What follows belongs to an exercise in optimizing a design on an open flow for small area; a production flow would make more cautious choices. Only simulation tests tie the RTL to the original design; equivalence was not proved. Power figures rest on the tool's default switching activity, not on a simulated workload.

the reference run:
==> flow/design.v <==
package fetch_pkg;
  localparam int unsigned DEF_DATA_W  = 32;
  localparam int unsigned DEF_DEPTH   = 8;
  localparam int unsigned DEF_FETCH_W = 2;
  localparam int unsigned DEF_ISSUE_W = 2;
  localparam logic [DEF_DATA_W-1:0] NOP = '0;
endpackage
import fetch_pkg::*;
module fetch_queue_rotate
#(
  parameter int unsigned DATA_W = DEF_DATA_W
) (
  input  logic [3:0][2*DATA_W-1:0] i_bank0,
  input  logic [3:0][2*DATA_W-1:0] i_bank1,
  input  logic [2:0]               i_head,
  input  logic [3:0]               i_count,
  output logic [1:0]               o_valid,
  output logic [2*DATA_W-1:0]      o_instr,
  output logic [2*DATA_W-1:0]      o_pc
);
  localparam int unsigned W = 2 * DATA_W;
  logic [1:0]   w_row0, w_row1;
  logic [W-1:0] w_b0, w_b1, w_l0, w_l1;
  assign w_row1 = i_head[2:1];
  assign w_row0 = i_head[2:1] + {1'b0, i_head[0]};
  assign w_b0   = i_bank0[w_row0];
  assign w_b1   = i_bank1[w_row1];
  assign o_valid[0] = (i_count != 4'd0);
  assign o_valid[1] = (i_count > 4'd1);
  assign w_l0 = {W{o_valid[0]}} & (i_head[0] ? w_b1 : w_b0);
  assign w_l1 = {W{o_valid[1]}} & (i_head[0] ? w_b0 : w_b1);
  assign o_instr = {w_l1[DATA_W-1:0], w_l0[DATA_W-1:0]};
  assign o_pc    = {w_l1[W-1:DATA_W], w_l0[W-1:DATA_W]};
endmodule
import fetch_pkg::*;
module fetch_queue
#(
  parameter int unsigned DATA_W  = DEF_DATA_W,
  parameter int unsigned DEPTH   = DEF_DEPTH,
  parameter int unsigned FETCH_W = DEF_FETCH_W,
  parameter int unsigned ISSUE_W = DEF_ISSUE_W
) (
  input  logic                      CLK,
  input  logic                      RESET,
  input  logic                      FREEZE,
  input  logic                      flush,
  input  logic [FETCH_W-1:0]        fq_in_valid,
  input  logic [FETCH_W*DATA_W-1:0] fq_in_instr,
  input  logic [FETCH_W*DATA_W-1:0] fq_in_pc,
  output logic                      fq_in_ready,
  output logic [ISSUE_W-1:0]        fq_out_valid,
  output logic [ISSUE_W*DATA_W-1:0] fq_out_instr,
  output logic [ISSUE_W*DATA_W-1:0] fq_out_pc,
  input  logic [$clog2(ISSUE_W + 1)-1:0] fq_out_take,
  output logic [$clog2(DEPTH + 1)-1:0]   fq_count
);
  localparam int unsigned W = 2 * DATA_W;    
  logic [3:0][W-1:0] r_bank0;    
  logic [3:0][W-1:0] r_bank1;    
  logic [2:0]        r_head;
  logic [2:0]        r_tail;
  logic [3:0]        r_count;
  logic       w_ready;
  logic       w_push1, w_push2;    
  logic       w_pop1,  w_pop2;     
  logic [1:0] w_push_n, w_pop_n;
  assign w_ready  = RESET & ~FREEZE & ~flush & ~(r_count[3] | (&r_count[2:0]));
  assign w_push1  = w_ready & fq_in_valid[0];
  assign w_push2  = w_push1 & fq_in_valid[1];
  assign w_push_n = {w_push2, w_push1 & ~w_push2};
  assign w_pop2  = fq_out_take[1] & (r_count > 4'd1);
  assign w_pop1  = ~w_pop2 & (fq_out_take != 2'd0) & (r_count != 4'd0);
  assign w_pop_n = {w_pop2, w_pop1};
  always_ff @(posedge CLK or negedge RESET) begin
    if (!RESET) begin
      r_head  <= '0;
      r_tail  <= '0;
      r_count <= '0;
    end else if (flush) begin
      r_head  <= '0;
      r_tail  <= '0;
      r_count <= '0;
    end else if (!FREEZE) begin
      r_head  <= r_head + {1'b0, w_pop_n};
      r_tail  <= r_tail + {1'b0, w_push_n};
      r_count <= r_count + {2'b0, w_push_n} - {2'b0, w_pop_n};
    end
  end
  logic [W-1:0] w_in0, w_in1, w_bus0, w_bus1;
  assign w_in0  = {fq_in_pc[DATA_W-1:0],      fq_in_instr[DATA_W-1:0]};
  assign w_in1  = {fq_in_pc[2*DATA_W-1:DATA_W], fq_in_instr[2*DATA_W-1:DATA_W]};
  assign w_bus0 = r_tail[0] ? w_in1 : w_in0;
  assign w_bus1 = r_tail[0] ? w_in0 : w_in1;
  logic [2:0] w_tail1;
  logic [7:0] w_we;
  assign w_tail1 = r_tail + 3'd1;
  always_comb begin
    for (int p = 0; p < 8; p++)
      w_we[p] = (w_push1 & (r_tail == 3'(p))) | (w_push2 & (w_tail1 == 3'(p)));
  end
  always_ff @(posedge CLK) begin
    for (int r = 0; r < 4; r++) begin
      if (w_we[2*r])   r_bank0[r] <= w_bus0;
      if (w_we[2*r+1]) r_bank1[r] <= w_bus1;
    end
  end
  fetch_queue_rotate #(
    .DATA_W  (DATA_W)
  ) u_rotate (
    .i_bank0 (r_bank0),
    .i_bank1 (r_bank1),
    .i_head  (r_head),
    .i_count (r_count),
    .o_valid (fq_out_valid),
    .o_instr (fq_out_instr),
    .o_pc    (fq_out_pc)
  );
  assign fq_in_ready = w_ready;
  assign fq_count    = r_count;
endmodule
Settings: LEC_CHECK=0, CAP_MARGIN=20, CORE_MARGIN=2, CORE_UTILIZATION=40, SLEW_MARGIN=20; clock period 5.0 ns.
run.sh (not shown) runs the stock make flow with config.mk's settings and CLKGATE_MAP_FILE= SYNTH_SCRIPT=/design/flow/synth_recipe.tcl, a recipe that flattens the netlist after the stock synthesis.
The reference run did not stop at any stage, and its layout met the timing, design-rule and antenna checks.
[inputs] the trial run vs the reference run
--- a/flow/design.v
+++ b/flow/design.v
@@ -28,6 +28,6 @@
   assign o_valid[0] = (i_count != 4'd0);
   assign o_valid[1] = (i_count > 4'd1);
-  assign w_l0 = {W{o_valid[0]}} & (i_head[0] ? w_b1 : w_b0);
-  assign w_l1 = {W{o_valid[1]}} & (i_head[0] ? w_b0 : w_b1);
+  assign w_l0 = {W{o_valid[0]}} & ~(i_head[0] ? w_b1 : w_b0);
+  assign w_l1 = {W{o_valid[1]}} & ~(i_head[0] ? w_b0 : w_b1);
   assign o_instr = {w_l1[DATA_W-1:0], w_l0[DATA_W-1:0]};
   assign o_pc    = {w_l1[W-1:DATA_W], w_l0[W-1:DATA_W]};
@@ -90,6 +90,6 @@
   assign w_in0  = {fq_in_pc[DATA_W-1:0],      fq_in_instr[DATA_W-1:0]};
   assign w_in1  = {fq_in_pc[2*DATA_W-1:DATA_W], fq_in_instr[2*DATA_W-1:DATA_W]};
-  assign w_bus0 = r_tail[0] ? w_in1 : w_in0;
-  assign w_bus1 = r_tail[0] ? w_in0 : w_in1;
+  assign w_bus0 = ~(r_tail[0] ? w_in1 : w_in0);
+  assign w_bus1 = ~(r_tail[0] ? w_in0 : w_in1);
   logic [2:0] w_tail1;
   logic [7:0] w_we;
### Flow results
- Each of the runs, namely the reference run and the trial run, reached the end of the flow and came out clean.
- Changes observed in the trial run relative to the reference run: number of cells produced by synthesis now sits at about the same level, met2 usage now sits lower, total nets after synthesis now sits at about the same level.
- Changes observed in the trial run relative to the reference run: HPWL after detailed placement now sits higher; post-route standard cell area excluding fillers went down 390 um^2; buffers inserted during post-CTS setup optimization roughly the same.
- A library cell contributing the largest single delay on the critical path of dfrtp_4 is what the trial run shows, while mux4_2 belongs to the reference run.
- The reference run → the trial run: reported clock group power went up 6.0%; overall power of the completed layout has decreased; overall track demand over capacity in global routing went up 0.46 points; post-layout instance count excluding filler cells shows no meaningful change.
- Summary of the trial run over the reference run: total of max-cap violations was more or less identical, non-clock buffer count went down by 3.

==> static timing again, ports no longer ideal <==
The results above use ideal ports. As a check the final layouts listed here were re-extracted and re-timed, cells and wires unchanged. Step 1: set_driving_cell puts a clkbuf_16 on CLK and a buf_2 on each other input, an assumption about the parent block. Step 2 moves the port delays by t, midway between the first and last clock arrival at a register: inputs arrive t later, outputs are due t later. That takes back most of the time a late clock gives input paths. Three values: no drivers, after step 1, after step 2; two values: the first two.
run	t (ns)	setup slack, ns	hold slack, ns	worst slew at a driven data input, ns
the reference run	0.634	0.632 / 0.578 / 0.709	0.659 / 0.659 / 0.659	0.10
the trial run	0.637	0.423 / 0.368 / 0.714	0.658 / 0.658 / 0.658	0.10
After both steps every run listed still meets setup and hold.
